From an optimization exercise on the open Yosys and OpenROAD flow, aimed at a short achievable clock period and few clock cycles per item; shortcuts taken in it are not production practice. In this exercise RTL edits were held to simulation tests only and were not proved equivalent to the original. Power is estimated from default activity; no workload was simulated.

<file path="design/flow/run.sh">
#!/bin/bash
# synth_recipe.tcl (not shown) runs the flow's synth.tcl, then flattens the netlist and writes it again
# the make line also repeats each setting of config.mk as NAME=value (left out here)
make -C /OpenROAD-flow-scripts/flow DESIGN_CONFIG=/design/flow/config.mk WORK_HOME=/design/flow/orfs CLKGATE_MAP_FILE= SYNTH_SCRIPT=/design/flow/synth_recipe.tcl finish
</file>
<file path="design/flow/config.mk">
export PLATFORM = sky130hd
export DESIGN_NAME = core_top
export DESIGN_NICKNAME = core_top
export VERILOG_FILES = /design/flow/design.v
export SDC_FILE = /design/flow/constraint.sdc
export NUM_CORES = 4
export LEC_CHECK = 0
export ABC_CLOCK_PERIOD_IN_PS = 2000
export CAP_MARGIN = 20
export CORE_MARGIN = 2
export CORE_UTILIZATION = 50
export CTS_CLUSTER_DIAMETER = 70
export CTS_CLUSTER_SIZE = 25
export PLACE_DENSITY_LB_ADDON = 0.1
export SETUP_SLACK_MARGIN = 3.4
export SLEW_MARGIN = 20
export SYNTH_HIERARCHICAL = 1
</file>
<file path="design/flow/constraint.sdc">
create_clock -name core_clock -period 5.5 [get_ports {clk}]
set_input_delay 1.1000 -clock core_clock [delete_from_list [all_inputs] [get_ports {clk}]]
set_output_delay 1.1000 -clock core_clock [all_outputs]
set_load 0.01 [all_outputs]
</file>
<file path="design/flow/design.v">
`timescale 1ns/1ps
`default_nettype none
package core_isa_pkg;
	typedef logic [32-1:0]      word_t;      
	typedef logic [4-1:0] reg_idx_t;   
	typedef logic [5-1:0]   shamt_t;     
	typedef enum logic [2:0] {
		ALU_ADD = 3'd0,   
		ALU_SUB = 3'd1,   
		ALU_RSB = 3'd2,   
		ALU_AND = 3'd3,
		ALU_ORR = 3'd4,
		ALU_EOR = 3'd5,
		ALU_MOV = 3'd6,   
		ALU_MVN = 3'd7    
	} alu_op_e;
	typedef enum logic [1:0] {
		OPND_REG_SHIFT = 2'd0,   
		OPND_IMM8_S    = 2'd1,
		OPND_IMM12_U   = 2'd2,
		OPND_ZERO      = 2'd3    
	} opnd_kind_e;
	typedef struct packed {
		alu_op_e    op;      
		opnd_kind_e kind;    
		logic [6:0] rsvd;    
		reg_idx_t   rn;      
		reg_idx_t   rd;      
		logic [12-1:0] imm12;   
	} instr_t;
endpackage
`default_nettype wire
`timescale 1ns/1ps
`default_nettype none
package core_pipe_pkg;
	typedef struct packed {
		logic       valid;   
		logic [2:0]                op;      
		logic [1:0]                kind;    
		logic [5-1:0]  shamt;
		logic [4-1:0] rd;
	} issue_ctl_t;
	typedef struct packed {
		logic     valid;
		logic [4-1:0] rd;
	} dst_tag_t;
	typedef struct packed {
		logic [4-1:0] rd;
		logic [32-1:0]    value;
	} retire_t;
endpackage
`default_nettype wire
`timescale 1ns/1ps
`default_nettype none
module reg_file (
	input  logic                   clk,
	input  logic                   reset,
	input  logic [15:0]            rd_oh_a,    
	input  logic [15:0]            rd_oh_b,
	output core_isa_pkg::word_t    rd_data_a,
	output core_isa_pkg::word_t    rd_data_b,
	input  logic                   x_sel_a,
	input  logic                   x_sel_b,
	input  core_isa_pkg::word_t    x_data,
	output logic [15:0]            vld,
	input  logic [15:0]            wr_oh,      
	input  core_isa_pkg::word_t    wr_data
);
	core_isa_pkg::word_t regs [16];
	always_ff @(posedge clk or posedge reset) begin
		if (reset) begin
			vld <= '0;
		end else begin
			vld <= vld | wr_oh;
		end
	end
	always_ff @(posedge clk) begin
		for (int i = 0; i < 16; i++) begin
			if (wr_oh[i]) regs[i] <= wr_data;
		end
	end
	logic [511:0] regs_flat;
	for (genvar i = 0; i < 16; i++) begin : g_flat
		assign regs_flat[32 * i +: 32] = regs[i];
	end
	rf_read ra (.sel (rd_oh_a), .regs (regs_flat), .x_sel (x_sel_a), .x_data (x_data), .q (rd_data_a));
	rf_read rb (.sel (rd_oh_b), .regs (regs_flat), .x_sel (x_sel_b), .x_data (x_data), .q (rd_data_b));
endmodule
module rf_read (
	input  logic [15:0]         sel,
	input  logic [511:0]        regs,     
	input  logic                x_sel,
	input  core_isa_pkg::word_t x_data,
	output core_isa_pkg::word_t q
);
	logic [255:0] n;   
	core_isa_pkg::word_t y0, y1;
	for (genvar j = 0; j < 8; j++) begin : g_pair
		aoi22v p (
			.a ({32{sel[2 * j]}}), .b (regs[64 * j +: 32]), .c ({32{sel[2 * j + 1]}}), .d (regs[64 * j + 32 +: 32]),
			.y (n[32 * j +: 32])
		);
	end
	nand4v q0 (.a (n[31:0]), .b (n[63:32]), .c (n[95:64]), .d (n[127:96]), .y (y0));
	nand4v q1 (.a (n[159:128]), .b (n[191:160]), .c (n[223:192]), .d (n[255:224]), .y (y1));
	or2and v (.a (y0), .b (y1), .c ({32{x_sel}}), .d (x_data), .y (q));
endmodule
module nand4v (
	input  core_isa_pkg::word_t a,
	input  core_isa_pkg::word_t b,
	input  core_isa_pkg::word_t c,
	input  core_isa_pkg::word_t d,
	output core_isa_pkg::word_t y
);
	assign y = ~(a & b & c & d);
endmodule
module or2and (
	input  core_isa_pkg::word_t a,
	input  core_isa_pkg::word_t b,
	input  core_isa_pkg::word_t c,
	input  core_isa_pkg::word_t d,
	output core_isa_pkg::word_t y
);
	assign y = a | b | (c & d);
endmodule
`default_nettype wire
`timescale 1ns/1ps
`default_nettype none
module operand_extend (
	input  core_isa_pkg::instr_t instr,
	output core_isa_pkg::word_t  imm
);
	always_comb begin
		case (instr.kind)
			core_isa_pkg::OPND_IMM8_S:  imm = {{24{instr.imm12[7]}}, instr.imm12[7:0]};
			core_isa_pkg::OPND_IMM12_U: imm = {20'd0, instr.imm12};
			default:                    imm = '0;
		endcase
	end
endmodule
module shl32 (
	input  core_isa_pkg::word_t d,
	input  logic [7:0]          lo,
	input  logic [3:0]          hi,
	input  core_isa_pkg::word_t extra,   
	output core_isa_pkg::word_t q
);
	core_isa_pkg::word_t t;
	always_comb begin
		t = '0;
		for (int k = 0; k < 8; k++) t = t | ({32{lo[k]}} & (d << k));
	end
	shl32_hi h (.t (t), .hi (hi), .extra (extra), .q (q));
endmodule
module shl32_hi (
	input  core_isa_pkg::word_t t,
	input  logic [3:0]          hi,
	input  core_isa_pkg::word_t extra,
	output core_isa_pkg::word_t q
);
	core_isa_pkg::word_t y01, y23;
	aoi22v h01 (.a ({32{hi[0]}}), .b (t),         .c ({32{hi[1]}}), .d (t << 8),  .y (y01));
	aoi22v h23 (.a ({32{hi[2]}}), .b (t << 16),   .c ({32{hi[3]}}), .d (t << 24), .y (y23));
	nand3v hq  (.a (y01), .b (y23), .c (~extra), .y (q));
endmodule
module aoi22v (
	input  core_isa_pkg::word_t a,
	input  core_isa_pkg::word_t b,
	input  core_isa_pkg::word_t c,
	input  core_isa_pkg::word_t d,
	output core_isa_pkg::word_t y
);
	assign y = ~((a & b) | (c & d));
endmodule
module nand3v (
	input  core_isa_pkg::word_t a,
	input  core_isa_pkg::word_t b,
	input  core_isa_pkg::word_t c,
	output core_isa_pkg::word_t y
);
	assign y = ~(a & b & c);
endmodule
module lmux #(
	parameter int W = 1
) (
	input  logic         s,
	input  logic [W-1:0] a,   
	input  logic [W-1:0] b,   
	output logic [W-1:0] o
);
	assign o = s ? a : b;
endmodule
`default_nettype wire
`default_nettype none
module shl32x3 (
	input  core_isa_pkg::word_t d0,
	input  core_isa_pkg::word_t d1,
	input  core_isa_pkg::word_t d2,
	input  logic [23:0]         sel,
	input  logic [3:0]          hi,
	input  core_isa_pkg::word_t extra,   
	output core_isa_pkg::word_t q
);
	core_isa_pkg::word_t t;
	always_comb begin
		t = '0;
		for (int k = 0; k < 8; k++) begin
			t = t | ({32{sel[k]}}      & (d0 << k))
			      | ({32{sel[8 + k]}}  & (d1 << k))
			      | ({32{sel[16 + k]}} & (d2 << k));
		end
	end
	shl32_hi h (.t (t), .hi (hi), .extra (extra), .q (q));
endmodule
`default_nettype wire
`default_nettype none
module shl32x2 (
	input  core_isa_pkg::word_t d0,
	input  core_isa_pkg::word_t d1,
	input  logic [15:0]         sel,
	input  logic [3:0]          hi,
	input  core_isa_pkg::word_t extra,   
	output core_isa_pkg::word_t q
);
	core_isa_pkg::word_t t;
	always_comb begin
		t = '0;
		for (int k = 0; k < 8; k++) begin
			t = t | ({32{sel[k]}}     & (d0 << k))
			      | ({32{sel[8 + k]}} & (d1 << k));
		end
	end
	shl32_hi h (.t (t), .hi (hi), .extra (extra), .q (q));
endmodule
`default_nettype wire
`default_nettype none
module shl32x4 (
	input  core_isa_pkg::word_t d0,
	input  core_isa_pkg::word_t d1,
	input  core_isa_pkg::word_t d2,
	input  core_isa_pkg::word_t d3,
	input  logic [31:0]         sel,
	input  logic [3:0]          hi,
	input  core_isa_pkg::word_t extra,   
	output core_isa_pkg::word_t q
);
	core_isa_pkg::word_t t;
	always_comb begin
		t = '0;
		for (int k = 0; k < 8; k++) begin
			t = t | ({32{sel[k]}}      & (d0 << k))
			      | ({32{sel[8 + k]}}  & (d1 << k))
			      | ({32{sel[16 + k]}} & (d2 << k))
			      | ({32{sel[24 + k]}} & (d3 << k));
		end
	end
	shl32_hi h (.t (t), .hi (hi), .extra (extra), .q (q));
endmodule
`default_nettype wire
`timescale 1ns/1ps
`default_nettype none
module issue_stage (
	input  logic m1n, m2n, mwn,    
	input  logic m1m, m2m, mwm,    
	input  logic shz,              
	input  logic q1_late,          
	input  logic q2_late,
	output logic fa1,     
	output logic fa2,     
	output logic f2a,     
	output logic a_e1,    
	output logic a_w,     
	output logic a_rf,    
	output logic fa0,     
	output logic fb1,
	output logic fb2,
	output logic f2b,
	output logic b_e1,    
	output logic b_w,     
	output logic b_sh,    
	output logic fb0,
	output logic sl_e1,   
	output logic sl_w,    
	output logic keepb,   
	output logic late
);
	logic q2n, q3n, q2m, q3m;
	assign q2n = m2n && !m1n;
	assign q3n = mwn && !m1n && !m2n;
	assign q2m = m2m && !m1m;
	assign q3m = mwm && !m1m && !m2m;
	assign fa1  = m1n && !q1_late;
	assign f2a  = m1n && q1_late;
	assign fa2  = q2n && q2_late;
	assign a_e1 = q2n && !q2_late;
	assign a_w  = q3n;
	assign a_rf = !a_e1 && !a_w;
	assign fa0  = !fa1 && !fa2;
	assign fb1   = m1m && shz && !q1_late;
	assign f2b   = m1m && shz && q1_late;
	assign fb2   = q2m && shz && q2_late;
	assign b_e1  = q2m && !q2_late;
	assign b_w   = q3m;
	assign b_sh  = !b_e1 && !b_w;
	assign fb0   = !fb1 && !fb2;
	assign sl_e1 = m1m && !shz && !q1_late;
	assign sl_w  = q2m && !shz && q2_late;
	assign keepb = !f2b && !sl_e1 && !sl_w;
	assign late = (m1n && q1_late) || (m1m && (q1_late || !shz)) || sl_w;
endmodule
`default_nettype wire
`timescale 1ns/1ps
`default_nettype none
module add_xor (
	input  core_isa_pkg::word_t x,
	input  core_isa_pkg::word_t y,
	output core_isa_pkg::word_t p
);
	assign p = x ^ y;
endmodule
module add_pg (
	input  core_isa_pkg::word_t x,
	input  core_isa_pkg::word_t y,
	input  logic                cin,
	output core_isa_pkg::word_t gn,
	output core_isa_pkg::word_t tn
);
	assign gn[0]    = ~((x[0] & y[0]) | (x[0] & cin) | (y[0] & cin));
	assign gn[31:1] = ~(x[31:1] & y[31:1]);
	assign tn       = ~(x | y);
endmodule
module pfx_lvl #(
	parameter int SPAN   = 1,
	parameter bit INV_IN = 1'b1
) (
	input  core_isa_pkg::word_t g_in,
	input  core_isa_pkg::word_t t_in,
	output core_isa_pkg::word_t g_out,
	output core_isa_pkg::word_t t_out
);
	for (genvar i = 0; i < 32; i++) begin : g_bit
		if (i < SPAN) begin : g_done
			assign g_out[i] = ~g_in[i];
			assign t_out[i] = 1'b0;
		end else if (INV_IN) begin : g_oai
			assign g_out[i] = ~(g_in[i] & (t_in[i] | g_in[i-SPAN]));
			assign t_out[i] = ~(t_in[i] | t_in[i-SPAN]);
		end else begin : g_aoi
			assign g_out[i] = ~(g_in[i] | (t_in[i] & g_in[i-SPAN]));
			assign t_out[i] = ~(t_in[i] & t_in[i-SPAN]);
		end
	end
endmodule
module add_carry (
	input  core_isa_pkg::word_t x,
	input  core_isa_pkg::word_t y,
	input  logic                cin,
	output core_isa_pkg::word_t c
);
	core_isa_pkg::word_t g0, t0, g1, t1, g2, t2, g3, t3, g4, t4, g5, t5;
	add_pg pg0 (.x (x), .y (y), .cin (cin), .gn (g0), .tn (t0));
	pfx_lvl #(.SPAN (1),  .INV_IN (1'b1)) l1 (.g_in (g0), .t_in (t0), .g_out (g1), .t_out (t1));
	pfx_lvl #(.SPAN (2),  .INV_IN (1'b0)) l2 (.g_in (g1), .t_in (t1), .g_out (g2), .t_out (t2));
	pfx_lvl #(.SPAN (4),  .INV_IN (1'b1)) l3 (.g_in (g2), .t_in (t2), .g_out (g3), .t_out (t3));
	pfx_lvl #(.SPAN (8),  .INV_IN (1'b0)) l4 (.g_in (g3), .t_in (t3), .g_out (g4), .t_out (t4));
	pfx_lvl #(.SPAN (16), .INV_IN (1'b1)) l5 (.g_in (g4), .t_in (t4), .g_out (g5), .t_out (t5));
	assign c = {g5[30:0], cin};
endmodule
module lsel2 (
	input  core_isa_pkg::word_t c1,
	input  core_isa_pkg::word_t a1,
	input  core_isa_pkg::word_t a0,
	input  core_isa_pkg::word_t c2,
	input  core_isa_pkg::word_t b1,
	input  core_isa_pkg::word_t b0,
	input  core_isa_pkg::word_t d,
	output core_isa_pkg::word_t o
);
	for (genvar i = 0; i < 32; i++) begin : g_bit
		assign o[i] = (c1[i] ? a1[i] : a0[i]) | (c2[i] ? b1[i] : b0[i]) | d[i];
	end
endmodule
module lsel1 (
	input  core_isa_pkg::word_t c,
	input  core_isa_pkg::word_t a1,
	input  core_isa_pkg::word_t a0,
	input  core_isa_pkg::word_t d,
	output core_isa_pkg::word_t o
);
	for (genvar i = 0; i < 32; i++) begin : g_bit
		assign o[i] = (c[i] ? a1[i] : a0[i]) | d[i];
	end
endmodule
module execute_stage (
	input  core_isa_pkg::word_t  x,
	input  core_isa_pkg::word_t  y,
	input  logic                 cin,
	input  logic                 s_add,    
	input  logic                 s_subn,   
	input  logic                 s_and,
	input  logic                 s_or,
	input  logic                 s_xor,
	input  logic                 s_b,
	input  logic                 s_bn,
	input  logic                 s_e,      
	input  core_isa_pkg::word_t  e,
	output core_isa_pkg::word_t  c,
	output core_isa_pkg::word_t  r1,
	output core_isa_pkg::word_t  r0
);
	core_isa_pkg::word_t p, other;
	add_xor   px (.x (x), .y (y), .p (p));
	add_carry ac (.x (x), .y (y), .cin (cin), .c (c));
	assign other = ({32{s_and}} & (x & y)) |
	               ({32{s_or}}  & (x | y)) |
	               ({32{s_xor}} & p) |
	               ({32{s_b}}   & y) |
	               ({32{s_bn}}  & ~y) |
	               ({32{s_e}}   & e);
	assign r1 = ({32{s_add}} & ~p) | ({32{s_subn}} &  p) | other;
	assign r0 = ({32{s_add}} &  p) | ({32{s_subn}} & ~p) | other;
endmodule
`default_nettype wire
`timescale 1ns/1ps
`default_nettype none
module core_top (
	input  logic                   clk,
	input  logic                   reset,
	input  logic                   instr_valid,
	output logic                   instr_ready,
	input  core_isa_pkg::word_t    instr,
	output logic                   retire_valid,
	input  logic                   retire_ready,
	output core_pipe_pkg::retire_t retire
);
	localparam int CAP = 7;   
	localparam int RQN = 6;   
	logic [CAP-1:0]       outst;
	logic                 stall_nx;   
	logic                 d1_v;
	core_isa_pkg::instr_t d1;
	logic [15:0]          d1_oh_n, d1_oh_m;    
	logic                 d1_wm_n, d1_wm_m;    
	core_isa_pkg::word_t  d1_a, d1_b;
	logic [15:0]          rf_vld;
	logic                 d2_v;
	core_isa_pkg::reg_idx_t d2_rd;
	logic [1:0]           d2_kind;
	logic [11:0]          d2_imm;
	logic [7:0]           d2_sh_lo;
	logic [3:0]           d2_sh_hi;
	logic [3:0]           d2_hi_g;    
	logic [23:0]          d2_sel;     
	logic                 d2_shz, d2_useb;
	logic                 d2_inv_a, d2_cin;
	logic                 d2_s_add, d2_s_subn, d2_s_and, d2_s_or, d2_s_xor, d2_s_b, d2_s_bn;
	core_isa_pkg::word_t  d2_ra, d2_rb;
	logic                 m1n, m2n, mwn, m1m, m2m, mwm;
	logic                 stall;
	logic                 x_v, x_late;
	core_isa_pkg::reg_idx_t x_rd;
	core_isa_pkg::word_t  x_a, x_b;
	logic                 x_cin, x_s_add, x_s_subn, x_s_and, x_s_or, x_s_xor, x_s_b, x_s_bn;
	logic [15:0]          x_sh_sel;   
	logic [3:0]           x_sh_hi;
	logic                 x_keepb, x_inv_a, x_f2a, x_f2b;
	core_isa_pkg::word_t  e1;   
	logic                 x2_v, x2_late;
	core_isa_pkg::reg_idx_t x2_rd;
	core_isa_pkg::word_t  x2_a, x2_b;
	logic                 x2_cin, x2_s_add, x2_s_subn, x2_s_and, x2_s_or, x2_s_xor, x2_s_b, x2_s_bn;
	logic                 w_v;
	core_isa_pkg::reg_idx_t w_rd;
	core_isa_pkg::word_t  w_val;
	logic [15:0]          w_we;     
	logic [35:0]          rq [RQN];   
	logic [RQN-1:0]       rq_wp, rq_rp;   
	logic [CAP-1:0]       rq_cnt;
	logic                 o_v;
	core_pipe_pkg::retire_t o_data;
	logic rdy, ov, rq_empty, stall_q, stall_p;
	assign rq_empty = !rq_cnt[0];
	localparam int RSW = RQN + RQN + CAP + 2;
	logic [RSW-1:0] rqs_1, rqs_0, rqs_nx;   
	for (genvar k = 0; k < 2; k++) begin : g_rq
		logic adv, pop, rpush, v, vo;
		logic [RQN-1:0] wp, rp;
		logic [CAP-1:0] cnt;
		assign adv   = !ov || (k == 1);
		assign pop   = adv && !rq_empty;
		assign rpush = w_v && !(adv && rq_empty);
		assign wp    = rpush ? {rq_wp[RQN-2:0], rq_wp[RQN-1]} : rq_wp;
		assign rp    = pop ? {rq_rp[RQN-2:0], rq_rp[RQN-1]} : rq_rp;
		assign cnt   = (rpush && !pop) ? {rq_cnt[CAP-2:0], 1'b1} :
		               (pop && !rpush) ? {1'b0, rq_cnt[CAP-1:1]} : rq_cnt;
		assign v     = adv ? (!rq_empty || w_v) : ov;
		assign vo    = (!o_v || (k == 1)) ? (!rq_empty || w_v) : o_v;
	end
	assign rqs_1 = {g_rq[1].wp, g_rq[1].rp, g_rq[1].cnt, g_rq[1].vo, g_rq[1].v};
	assign rqs_0 = {g_rq[0].wp, g_rq[0].rp, g_rq[0].cnt, g_rq[0].vo, g_rq[0].v};
	lmux #(.W (RSW)) rq_m (.s (retire_ready), .a (rqs_1), .b (rqs_0), .o (rqs_nx));
	localparam int OSW = CAP + 2;
	logic [OSW-1:0] os_c [4];   
	logic [OSW-1:0] os_v0, os_v1, os_nx;
	for (genvar k = 0; k < 4; k++) begin : g_os
		logic push, push_o, rx, r, r_o;
		logic [CAP-1:0] oc, oc_o;
		assign push = (k / 2 == 1) && rdy;
		assign rx   = ov && (k % 2 == 1);
		assign oc   = (push && !rx) ? {outst[CAP-2:0], 1'b1} :
		              (rx && !push) ? {1'b0, outst[CAP-1:1]} : outst;
		assign r    = !stall_nx && !oc[CAP-1];
		assign push_o = (k / 2 == 1) && instr_ready;
		assign oc_o   = (push_o && !rx) ? {outst[CAP-2:0], 1'b1} :
		                (rx && !push_o) ? {1'b0, outst[CAP-1:1]} : outst;
		assign r_o    = !stall_nx && !oc_o[CAP-1];
		assign os_c[k] = {oc, r_o, r};
	end
	lmux #(.W (OSW)) os_m0 (.s (retire_ready), .a (os_c[1]), .b (os_c[0]), .o (os_v0));
	lmux #(.W (OSW)) os_m1 (.s (retire_ready), .a (os_c[3]), .b (os_c[2]), .o (os_v1));
	lmux #(.W (OSW)) os_m2 (.s (instr_valid),  .a (os_v1),   .b (os_v0),   .o (os_nx));
	always_ff @(posedge clk or posedge reset) begin
		if (reset) begin
			outst  <= '0;
			rq_wp  <= {{(RQN-1){1'b0}}, 1'b1};
			rq_rp  <= {{(RQN-1){1'b0}}, 1'b1};
			rq_cnt <= '0;
			o_v    <= 1'b0;
			ov     <= 1'b0;
		end else begin
			outst                            <= os_nx[OSW-1:2];
			{rq_wp, rq_rp, rq_cnt, o_v, ov} <= rqs_nx;
		end
	end
	always_ff @(posedge clk) begin
		instr_ready <= os_nx[1];
		rdy         <= os_nx[0];
	end
	reg_file regs0 (
		.clk       (clk),
		.reset     (reset),
		.rd_oh_a   (d1_oh_n),
		.rd_oh_b   (d1_oh_m),
		.rd_data_a (d1_a),
		.rd_data_b (d1_b),
		.x_sel_a   (d1_wm_n),
		.x_sel_b   (d1_wm_m),
		.x_data    (w_val),
		.vld       (rf_vld),
		.wr_oh     (w_we),
		.wr_data   (w_val)
	);
	core_isa_pkg::instr_t d1_nx;
	assign d1_nx = stall_q ? d1 : core_isa_pkg::instr_t'(instr);
	logic        wm_n_nx, wm_m_nx;
	logic [15:0] vld_nx;
	assign wm_n_nx = x2_v && (x2_rd == d1_nx.rn);
	assign wm_m_nx = x2_v && (x2_rd == d1_nx.imm12[3:0]);
	for (genvar i = 0; i < 16; i++) begin : g_vld
		assign vld_nx[i] = rf_vld[i] || w_we[i];
	end
	always_ff @(posedge clk or posedge reset) begin
		if (reset) begin
			d1_v <= 1'b0;
			d2_v <= 1'b0;
		end else if (!stall) begin
			d1_v <= instr_valid && rdy;
			d2_v <= d1_v;
		end
	end
	always_ff @(posedge clk) begin
		d1      <= d1_nx;
		d1_wm_n <= wm_n_nx;
		d1_wm_m <= wm_m_nx;
		for (int i = 0; i < 16; i++) begin
			d1_oh_n[i] <= (d1_nx.rn == i[3:0]) && vld_nx[i] && !wm_n_nx;
			d1_oh_m[i] <= (d1_nx.imm12[3:0] == i[3:0]) && vld_nx[i] && !wm_m_nx;
		end
	end
	logic late, shz, useb;
	logic fa1, fa2, f2a, a_e1, a_w, a_rf;
	logic fb1, fb2, f2b, b_e1, b_w, b_sh, sl_e1, sl_w, keepb;
	core_isa_pkg::word_t imm, b_d2, a_d2, e1_inv, w_inv;
	assign shz  = d2_shz;
	assign useb = d2_useb;
	logic d1_useb, d1_shz, d1_inv_a;
	assign d1_useb  = (d1.kind == core_isa_pkg::OPND_REG_SHIFT);
	assign d1_shz   = (d1.imm12[11:7] == 5'd0);
	assign d1_inv_a = (d1.op == core_isa_pkg::ALU_SUB) || (d1.op == core_isa_pkg::ALU_RSB);
	logic m1n_nx, m2n_nx, mwn_nx, m1m_nx, m2m_nx, mwm_nx, shz_nx, q1l_nx;
	always_comb begin
		if (!stall_p) begin
			m1n_nx = d2_v && (d2_rd == d1.rn);
			m2n_nx = x_v  && (x_rd  == d1.rn);
			mwn_nx = x2_v && (x2_rd == d1.rn);
			m1m_nx = d1_useb && d2_v && (d2_rd == d1.imm12[3:0]);
			m2m_nx = d1_useb && x_v  && (x_rd  == d1.imm12[3:0]);
			mwm_nx = d1_useb && x2_v && (x2_rd == d1.imm12[3:0]);
			shz_nx = d1_shz;
			q1l_nx = d2_v && late;
		end else begin
			m1n_nx = 1'b0;
			m2n_nx = m1n;
			mwn_nx = m2n;
			m1m_nx = 1'b0;
			m2m_nx = m1m;
			mwm_nx = m2m;
			shz_nx = d2_shz;
			q1l_nx = 1'b0;
		end
	end
	logic [7:0] lo_nx;   
	for (genvar i = 0; i < 8; i++) begin : g_lo
		assign lo_nx[i] = stall_p ? d2_sh_lo[i] : (d1_useb && (d1.imm12[9:7] == i));
	end
	logic n_fa1, n_fa2, n_f2a, n_a_e1, n_a_w, n_a_rf, n_fa0;
	logic n_fb1, n_fb2, n_f2b, n_b_e1, n_b_w, n_b_sh, n_fb0, n_sl_e1, n_sl_w, n_keepb, n_late;
	issue_stage sel_nx (
		.m1n (m1n_nx), .m2n (m2n_nx), .mwn (mwn_nx),
		.m1m (m1m_nx), .m2m (m2m_nx), .mwm (mwm_nx),
		.shz (shz_nx), .q1_late (q1l_nx), .q2_late (x_late),
		.fa1 (n_fa1), .fa2 (n_fa2), .f2a (n_f2a), .a_e1 (n_a_e1), .a_w (n_a_w), .a_rf (n_a_rf), .fa0 (n_fa0),
		.fb1 (n_fb1), .fb2 (n_fb2), .f2b (n_f2b), .b_e1 (n_b_e1), .b_w (n_b_w), .b_sh (n_b_sh), .fb0 (n_fb0),
		.sl_e1 (n_sl_e1), .sl_w (n_sl_w), .keepb (n_keepb), .late (n_late)
	);
	always_ff @(posedge clk) begin
		m1n <= m1n_nx; m2n <= m2n_nx; mwn <= mwn_nx;
		m1m <= m1m_nx; m2m <= m2m_nx; mwm <= mwm_nx;
		fa1 <= n_fa1; fa2 <= n_fa2; f2a <= n_f2a; a_e1 <= n_a_e1; a_w <= n_a_w; a_rf <= n_a_rf && n_fa0;
		fb1 <= n_fb1; fb2 <= n_fb2; f2b <= n_f2b; b_e1 <= n_b_e1; b_w <= n_b_w; b_sh <= n_b_sh && n_fb0;
		for (int i = 0; i < 4; i++) begin
			d2_hi_g[i] <= ((n_b_sh && n_fb0) || n_b_e1 || n_b_w) &&
			              (stall_p ? d2_sh_hi[i] : (d1.imm12[11:10] == i[1:0]));
		end
		for (int i = 0; i < 8; i++) begin
			d2_sel[i]      <= n_b_sh && n_fb0 && lo_nx[i];
			d2_sel[8 + i]  <= n_b_e1 && lo_nx[i];
			d2_sel[16 + i] <= n_b_w  && lo_nx[i];
		end
		sl_e1 <= n_sl_e1; sl_w <= n_sl_w; keepb <= n_keepb; late <= n_late;
	end
	assign e1_inv = e1    ^ {32{d2_inv_a}};
	assign w_inv  = w_val ^ {32{d2_inv_a}};
	assign a_d2   = ({32{a_e1}} & e1_inv) | ({32{a_w}} & w_inv) | ({32{a_rf}} & (d2_ra ^ {32{d2_inv_a}}));
	core_isa_pkg::instr_t d2_instr;
	assign d2_instr = {3'd0, d2_kind, 7'd0, 4'd0, 4'd0, d2_imm};
	operand_extend ext0 (
		.instr (d2_instr),
		.imm   (imm)
	);
	shl32x3 sh_d2 (
		.d0 (d2_rb), .d1 (e1), .d2 (w_val), .sel (d2_sel), .hi (d2_hi_g),
		.extra (imm), .q (b_d2)
	);
	logic stall_cond;
	assign stall_cond = d1_v && d1_useb && !d1_shz && d2_v && (d2_rd == d1.imm12[3:0]) && late;
	assign stall_nx = !stall && stall_cond;
	always_ff @(posedge clk) begin
		stall   <= !stall && stall_cond;
		stall_q <= !stall_q && stall_cond;
		stall_p <= !stall_p && stall_cond;
	end
	always_ff @(posedge clk) begin
		if (!stall) begin
			d2_rd     <= d1.rd;
			d2_kind   <= d1.kind;
			d2_imm    <= d1.imm12;
			for (int i = 0; i < 8; i++) d2_sh_lo[i] <= d1_useb && (d1.imm12[9:7] == i[2:0]);
			for (int i = 0; i < 4; i++) d2_sh_hi[i] <= (d1.imm12[11:10] == i[1:0]);
			d2_shz    <= d1_shz;
			d2_useb   <= d1_useb;
			d2_inv_a  <= d1_inv_a;
			d2_cin    <= (d1.op == core_isa_pkg::ALU_RSB);
			d2_s_add  <= (d1.op == core_isa_pkg::ALU_ADD) || (d1.op == core_isa_pkg::ALU_RSB);
			d2_s_subn <= (d1.op == core_isa_pkg::ALU_SUB);
			d2_s_and  <= (d1.op == core_isa_pkg::ALU_AND);
			d2_s_or   <= (d1.op == core_isa_pkg::ALU_ORR);
			d2_s_xor  <= (d1.op == core_isa_pkg::ALU_EOR);
			d2_s_b    <= (d1.op == core_isa_pkg::ALU_MOV);
			d2_s_bn   <= (d1.op == core_isa_pkg::ALU_MVN);
			d2_ra     <= d1_a;
			d2_rb     <= d1_b;
		end else begin
			if (mwn) d2_ra <= w_val;
			if (mwm) d2_rb <= w_val;
		end
	end
	always_ff @(posedge clk or posedge reset) begin
		if (reset) begin
			x_v  <= 1'b0;
			x2_v <= 1'b0;
			w_v  <= 1'b0;
		end else begin
			x_v  <= d2_v && !stall;
			x2_v <= x_v;
			w_v  <= x2_v;
		end
	end
	core_isa_pkg::word_t c1, r1_1, r0_1, c2, r1_2, r0_2;
	core_isa_pkg::word_t x_a_nx, x_b_nx, x2_a_nx, x2_b_nx;
	lsel2 sel_xa (
		.c1 (c1), .a1 ({32{fa1}} & (r1_1 ^ {32{d2_inv_a}})), .a0 ({32{fa1}} & (r0_1 ^ {32{d2_inv_a}})),
		.c2 (c2), .b1 ({32{fa2}} & (r1_2 ^ {32{d2_inv_a}})), .b0 ({32{fa2}} & (r0_2 ^ {32{d2_inv_a}})),
		.d (a_d2), .o (x_a_nx)
	);
	lsel2 sel_xb (
		.c1 (c1), .a1 ({32{fb1}} & r1_1), .a0 ({32{fb1}} & r0_1),
		.c2 (c2), .b1 ({32{fb2}} & r1_2), .b0 ({32{fb2}} & r0_2),
		.d (b_d2), .o (x_b_nx)
	);
	always_ff @(posedge clk) begin
		x_rd     <= d2_rd;
		x_late   <= d2_v && !stall && late;
		x_f2a    <= f2a;
		x_f2b    <= f2b;
		x_keepb  <= keepb;
		for (int i = 0; i < 8; i++) begin
			x_sh_sel[i]      <= sl_e1 && d2_sh_lo[i];
			x_sh_sel[8 + i]  <= sl_w  && d2_sh_lo[i];
		end
		x_sh_hi  <= d2_sh_hi;
		x_inv_a  <= d2_inv_a;
		x_a      <= x_a_nx;
		x_b      <= x_b_nx;
		x_cin    <= d2_cin;
		x_s_add  <= d2_s_add;
		x_s_subn <= d2_s_subn;
		x_s_and  <= d2_s_and;
		x_s_or   <= d2_s_or;
		x_s_xor  <= d2_s_xor;
		x_s_b    <= d2_s_b;
		x_s_bn   <= d2_s_bn;
	end
	core_isa_pkg::word_t res1, res2, x2_bd;
	execute_stage exec0 (
		.x (x_a), .y (x_b),
		.cin (x_cin), .s_add (x_s_add), .s_subn (x_s_subn), .s_and (x_s_and), .s_or (x_s_or),
		.s_xor (x_s_xor), .s_b (x_s_b), .s_bn (x_s_bn), .s_e (1'b0), .e ('0),
		.c (c1), .r1 (r1_1), .r0 (r0_1)
	);
	lsel1 sel_e1 (.c (c1), .a1 (r1_1), .a0 (r0_1), .d ('0), .o (res1));
	shl32x2 sh_x (
		.d0 (e1), .d1 (w_val), .sel (x_sh_sel), .hi (x_sh_hi),
		.extra ({32{x_keepb}} & x_b), .q (x2_bd)
	);
	lsel1 sel_x2a (
		.c (c2), .a1 ({32{x_f2a}} & (r1_2 ^ {32{x_inv_a}})), .a0 ({32{x_f2a}} & (r0_2 ^ {32{x_inv_a}})),
		.d ({32{!x_f2a}} & x_a), .o (x2_a_nx)
	);
	lsel1 sel_x2b (
		.c (c2), .a1 ({32{x_f2b}} & r1_2), .a0 ({32{x_f2b}} & r0_2),
		.d (x2_bd), .o (x2_b_nx)
	);
	always_ff @(posedge clk) begin
		e1        <= res1;
		x2_rd     <= x_rd;
		x2_late   <= x_late;
		x2_a      <= x2_a_nx;
		x2_b      <= x2_b_nx;
		x2_cin    <= x_cin;
		x2_s_add  <= x_s_add  && x_late;
		x2_s_subn <= x_s_subn && x_late;
		x2_s_and  <= x_s_and  && x_late;
		x2_s_or   <= x_s_or   && x_late;
		x2_s_xor  <= x_s_xor  && x_late;
		x2_s_b    <= x_s_b    && x_late;
		x2_s_bn   <= x_s_bn   && x_late;
	end
	execute_stage exec1 (
		.x (x2_a), .y (x2_b),
		.cin (x2_cin), .s_add (x2_s_add), .s_subn (x2_s_subn), .s_and (x2_s_and), .s_or (x2_s_or),
		.s_xor (x2_s_xor), .s_b (x2_s_b), .s_bn (x2_s_bn), .s_e (!x2_late), .e (e1),
		.c (c2), .r1 (r1_2), .r0 (r0_2)
	);
	lsel1 sel_w (.c (c2), .a1 (r1_2), .a0 (r0_2), .d ('0), .o (res2));
	always_ff @(posedge clk) begin
		for (int i = 0; i < 16; i++) w_we[i] <= x2_v && (x2_rd == i[3:0]);
	end
	always_ff @(posedge clk) begin
		w_rd   <= x2_rd;
		w_val  <= res2;
	end
	always_ff @(posedge clk) begin
		for (int i = 0; i < RQN; i++) begin
			if (w_v && rq_wp[i]) rq[i] <= {w_rd, w_val};
		end
	end
	core_pipe_pkg::retire_t rq_head, o_next, o_hold, o_data_nx;
	always_comb begin
		rq_head = '0;
		for (int i = 0; i < RQN; i++) rq_head = rq_head | ({36{rq_rp[i]}} & rq[i]);
	end
	assign o_next = rq_empty ? {w_rd, w_val} : rq_head;
	assign o_hold = ov ? o_data : o_next;
	lmux #(.W (36)) o_m (.s (retire_ready), .a (o_next), .b (o_hold), .o (o_data_nx));
	always_ff @(posedge clk) begin
		o_data <= o_data_nx;
	end
	assign retire_valid = o_v;
	assign retire       = o_data;
endmodule
`default_nettype wire
</file>
==> results of run 1 <==
## power groups by stage
| stage | clock network [mW] | logic, mW | registers (mW) |
|---|---|---|---|
| CTS | 8.41 | 9.64 | 13.3 |
| finish | 8.30 | 11.3 | 13.5 |
| floorplan | 0 | 5.49 | 13.0 |
| global route | 8.76 | 11.7 | 13.5 |
| detailed placement | 0 | 8.42 | 13.5 |
| global placement | 0 | 8.27 | 13.5 |
## flip-flops by register name, summed over array words and instances (netlist names), 25 cells and up
| name | cells |
|---|---|
| rq | 216 |
| x_b | 32 |
| d1 | 25 |
| regs0.regs | 512 |
| o_data | 36 |
| d2_ra | 32 |
| x_a | 32 |
| x2_b | 32 |
| e1 | 32 |
| d2_rb | 32 |
| x2_a | 32 |
| w_val | 32 |
## path summary, 6_finish.rpt
path / startpoint / endpoint / slack [ps] / cells after the start
max: o_v / retire_valid / 3080 / 1
min: keepb / x_keepb / 330 / 0
max reg2reg: x2_s_bn / x_a[24] / 3260 / 9
min reg2reg: keepb / x_keepb / 330 / 0
max in group asynchronous: reset / rq_rp[1] / 4200 / 3
min in group asynchronous: reset / regs0.vld[13] / 730 / 2
## layer usage
metal	part of all wire (%)	vias up	track usage [%]
met4	5.3	12	14.7
met5	0.051	-	0.0308
li1	-	27400	-
met2	41	4719	49.9
met1	41	32500	51.3
met3	13	1063	7.90
## per-stage QoR
step	util, %	cells
floorplan	-	7097
global placement	52.2	8882
detailed placement	52.2	8882
CTS	57.3	9233
global route	60.9	9465
finish	60.9	9471
## final cells by class
class | instances | area (um^2) | area share (%)
diodes | 6 | 15.0 | 0.0162
clock buffers | 110 | 2590 | 2.80
clock inverters | 79 | 1130 | 1.23
inverters | 227 | 890 | 0.963
multi-input cells | 5072 | 42700 | 46.2
flip-flops and latches | 1290 | 35300 | 38.1
well taps | 2030 | 2540 | 2.75
repair buffers | 655 | 7310 | 7.91
repair inverters | 2 | 10.0 | 0.0108
## repair_timing
action                     in CTS  in global routing
setup endpoints to repair     411                326
gates resized for setup       879                763
buffers inserted              148                212
pin swaps                     130                351
hold buffers                    0                  0
gates cloned                   14                 20
==> impl_results.md, run 1 <==
* Run status: timing/DRC/antenna clean
* Worst min path class: flop to flop
* Final Max Slew Viols at 0
* Crit-path leading delay family: flip-flops
* GR Overflow Total at 0
* RSZ-0062 raised after global routing: yes
* Setup_tns at 0 ps
* Most frequent cells in the layout: edfxtp_1 (849), a22oi_2 (682), and2_1 (469)
* Clock sink count at between 1000 and 1500
* Maximum fanout along the worst path at 2
* Layout Skew at between 50 and 60 ps
* Setup WS post-layout at 3080 ps
* Post-detail-place hpwl at around 180 mm
* CP Buf/Inv Count at 1
* Clock group share of total power at 25.1%
* Slew @ Worst Pin at approximately 1200 ps
* Peak VDD IR at 0.275 mV
* CTS Buf Count at 100
* Clock Latency Late Sink at 800 ps
* Mapped cell area at 0.0763 mm^2
* Leak at 33.4 nW
* Power share of the combinational group at 34.1%
* Antenna Nets Post-Route at 0
* Critical Path End Type: output pin
* Flop pwr share at between 40% and 50%
* Core Area at 0.152 mm^2
* Setup Slack @ Placement at 2270 ps
* GRT Total Usage at 35.1%
* Pre-Repair DR Iteration Count at 13
* Design Power at 33.0 mW
* Die Span X at 395 um
* Number of global-route vias before repair at 59800
* Synthesis Warnings at 16
* Crit-path max cell delay at around 380 ps
* Worst hold margin at 331 ps
* Num rows at between 100 and 150
* CP Launch Type: flop
* Initial antenna violation count at 13
* Switching Share at 38.1%
* Post-Route WL at 299 mm
* Period utilization at approximately 44%
* I/O pin total at 74
* Mapped Avg Cell Area at 11.1 um^2
* Crit-path cells: buf_2
* Fmax at 0.414 GHz
* Global placer's final weighted congestion at 1.02
* Cell-internal power at 20.5 mW
* Largest net degree at the start of global routing at 97
* Root Driver: clkbuf_16
* Synth-to-Final Area Change at 21.2%
* Routed via count at 65700
* DIE AREA at 0.156 mm^2
* Final net count at 7386
* Starting density of the core at 50.3%
* First-pass GRT wire length at 410 mm
* Placed Instance Area at 0.0792 mm^2
* Die height at between 300 and 400 um
* Most common cell after layout, fill and taps aside: edfxtp_1
* Clock Path Buffers at 3
* CTS clock-pin slew for the worst setup and hold paths at 90 ps
* Syn Inst Count at 6903
* # fillers at 12100
* Final routed DRC violation total at 0
* Via/cell ratio at 6.94
* Max cap viols at 0
* Iteration-0 DRC count of the detailed router at 10100
* Cell Pwr Density at between 300 and 400 mW/mm^2
* Final Critical Period at around 2400 ps
* Critical-path top delay cell: dfrtp_1
* Drt wl/cell at ~32 um
* Final setup viols at 0
* Fin area at 0.0924 mm^2
* Layout cells sized above 1 at between 30% and 40%
* Worst path required time at 4400 ps
* CTS tree: done
* Kind of critical path: flop to output pin
* Max_slew headroom at 21.1%
* Crit path DAT at 1320 ps
* Switch Pwr at 12.6 mW
* Final Hold Vio Count at 0
* Htree depth at 3
* PortBufs at 66
Testbench counts, summed over its fixed seeds: cycles 16,523, items 16,000.
==> run 2: changes to the inputs <==
==> design/flow/config.mk (replaced) <==
export PLATFORM = sky130hd
export DESIGN_NAME = core_top
export DESIGN_NICKNAME = core_top
export VERILOG_FILES = /design/flow/design.v
export SDC_FILE = /design/flow/constraint.sdc
export NUM_CORES = 4
export LEC_CHECK = 0
export ABC_CLOCK_PERIOD_IN_PS = 2000
export CAP_MARGIN = 20
export CORE_MARGIN = 2
export CORE_UTILIZATION = 52
export CTS_CLUSTER_DIAMETER = 65
export CTS_CLUSTER_SIZE = 22
export SETUP_SLACK_MARGIN = 3.3
export SLEW_MARGIN = 20
export SYNTH_HIERARCHICAL = 1
==> run 2 against run 1 <==
Sequential power is essentially flat. Combinational power decreased by 9.7%. Clock skew shrank 16 ps. Sequential cell count unchanged. Die area shrank 3.8%. Global-route usage increased by 0.70 points. Clock power increased by 0.6%. Power is 3.2% lower. First-iteration DRC count is 5.7% lower. Worst setup slack improved by 38 ps. Critical endpoint unchanged.
==> impl_results.md, run 2 <==
* Final setup viols at 0
* Most common cell after layout, fill and taps aside: edfxtp_1
* Largest regs: regs0.regs: 512 flops, rq: 216 flops, o_data: 36 flops
* Via/cell ratio at ~6.9
* Peak VDD IR at 0.341 mV
* Setup WS post-layout at 3120 ps
* Run status: timing/DRC/antenna clean
* Crit-path max cell delay at 400 ps
* Period utilization at 43.2%
* Die height at roughly 390 um
* Critical-path top delay cell: dfrtp_1
* Crit path DAT at ~1300 ps
* Maximum fanout along the worst path at 2
* Critical Path End Type: output pin
* CP Launch Type: flop
* Crit path to: retire_valid
* Pre-Repair DR Iteration Count at 12
* Worst min path class: flop to flop
* Stages on the worst setup path at 1
* CTS tree: done
* Kind of critical path: flop to output pin
* Starting density of the core at between 50% and 60%
* R2r setup slk at 3200 ps
* GRT Total Usage at 35.9%
* DIE AREA at approximately 0.15 mm^2
* Mapped cell area at 0.0763 mm^2
* Slew @ Worst Pin at ~1200 ps
* Routed via count at 63200
* Initial antenna violation count at 11
* Post-Route WL at 284 mm
* Die Span X at 387 um
* Iteration-0 DRC count of the detailed router at 9478
* Num rows at 140
* GR Overflow Total at 0
* Final Critical Period at 2380 ps
* Leak at 31.6 nW
* Final net count at approximately 7000
* Clock Path Buffers at 3
* CTS clock-pin slew for the worst setup and hold paths at about 80 ps
* Final Hold Vio Count at 0
* Synthesis Warnings at 16
* Max cap viols at 0
* Reg-to-reg startpoint: e1[21]
* Layout cells sized above 1 at between 30% and 40%
* Syn Inst Count at 6903
* Number of global-route vias before repair at ~60000
* Synth-to-Final Area Change at 15.4%
* Crit-path cells: buf_6
* Mapped Avg Cell Area at between 10 and 15 um^2
* M1 WL at 123 mm
* PortBufs at 66
* Met3 Routed Length at 32.7 mm
* Setup Slack @ Placement at 2320 ps
* Final routed DRC violation total at 0
* Root Driver: clkbuf_16
* Worst Setup SP: o_v
* Core Area at 0.146 mm^2
* Met2 wire len at 115 mm
* Max_slew headroom at between 20 and 25%
* Largest reg by FF count: regs0.regs
* Global placer's final weighted congestion at 1.03
* CP Buf/Inv Count at 1
* Largest net degree at the start of global routing at 102
* Clock sink count at approximately 1300
* Htree depth at 3
* Crit-path leading delay family: flip-flops
* # fillers at between 10000 and 15000
* Layout Skew at 43.8 ps
* RSZ-0062 raised after global routing: yes
* Cell Pwr Density at between 300 and 400 mW/mm^2
* Design Power at around 32 mW
* Largest register FFs at between 500 and 600
* Setup_tns at 0 ps
* CTS Buf Count at 108
* Worst hold margin at 331 ps
* Drt wl/cell at between 30 and 40 um
* Post-detail-place hpwl at around 180 mm
* Fmax at 0.420 GHz
* First-pass GRT wire length at roughly 400 mm
* Worst path required time at approximately 4400 ps
* DR top layer: met5
* Most frequent cells in the layout: edfxtp_1 (849), a22oi_2 (648), and2_1 (469)
* Final Max Slew Viols at 0
* I/O pin total at 74
* Antenna Nets Post-Route at 0
* Clock Latency Late Sink at 760 ps
* R2R Path End: x2_b[21]
* FF-to-FF path depth at 7
[run 2: metal layers]
metal  vias up  GRT usage, %
met5         -        0.0957
met4        12          12.5
met3       785          8.72
met2      3798          50.2
met1     31600          53.6
li1      27000             -
[run 2: report_power, final]
group	total [mW]	leakage, nW	internal [mW]	switching, mW
Combinational	10.2	18.2	4.00	6.23
Clock	8.35	1.83	4.13	4.22
Sequential	13.4	11.6	11.8	1.63
Total	32.0	31.6	19.9	12.1
[run 2: worst min path at each step]
stage | startpoint | endpoint | slack, ps | cells past startpoint
2_1_floorplan | f2a | x_f2a | 310 | 0
3_3_place_gp | f2b | x_f2b | 310 | 0
3_5_place_dp | f2a | x_f2a | 320 | 0
4_1_cts | f2a | x_f2a | 330 | 0
5_1_grt | f2a | x_f2a | 340 | 0
6_report | f2a | x_f2a | 330 | 0
[run 2: repair_timing]
action / 4_1_cts / 5_1_grt
setup endpoints to repair: 310 / 268
setup buffers: 98 / 88
resized for setup: 634 / 478
gates cloned: 3 / 7
hold buffers: 0 / 0
pin swaps: 76 / 152
[run 2: per-stage QoR]
stage	cells	utilization (%)	instance area, um^2
final	9178	60.5	88100
after global routing	9173	60.5	88000
after CTS	9078	58.7	85400
after detailed placement	8772	54.3	79000
after global placement	8772	54.3	79000
after floorplan	7097	-	77000
[run 2: area by class of cell]
class | instances | area (um^2) | area share [%]
multi-input cells | 5071 | 41200 | 46.7
flip-flops and latches | 1290 | 35000 | 39.8
repair buffers | 462 | 4730 | 5.37
clock buffers | 115 | 2770 | 3.15
well taps | 1917 | 2400 | 2.72
clock inverters | 90 | 1040 | 1.19
inverters | 227 | 890 | 1.01
diodes | 5 | 12.5 | 0.0142
repair inverters | 1 | 5.00 | 0.00568

## what the ideal ports hide
Ports are ideal in the flow. The routed layouts listed here were re-timed in OpenROAD. Step 1 assumes that a clkbuf_16 drives the clock port and a buf_2 every other input. Step 2 times the ports against the registers' clock, not the clock port: input delays grow and output delays shrink by t, the midpoint of the rising clock arrivals with the driver on. Slacks: no drivers / after step 1 / after step 2; pairs: no drivers / after step 1.
| run | t, ns | setup slack, ns | worst setup path after step 2 | worst register clock-pin slew, ns |
|---|---|---|---|---|
| run 1 | 0.841 | 3.083 / 3.003 / 2.642 | input to register | 0.10 / 0.10 |
| run 2 | 0.822 | 3.122 / 3.039 / 2.530 | input to register | 0.09 / 0.09 |
After both steps every run listed still meets setup and hold. The setup slack of run 2, which loses most, moves by -0.083 ns with the drivers and by -0.592 ns with both steps.
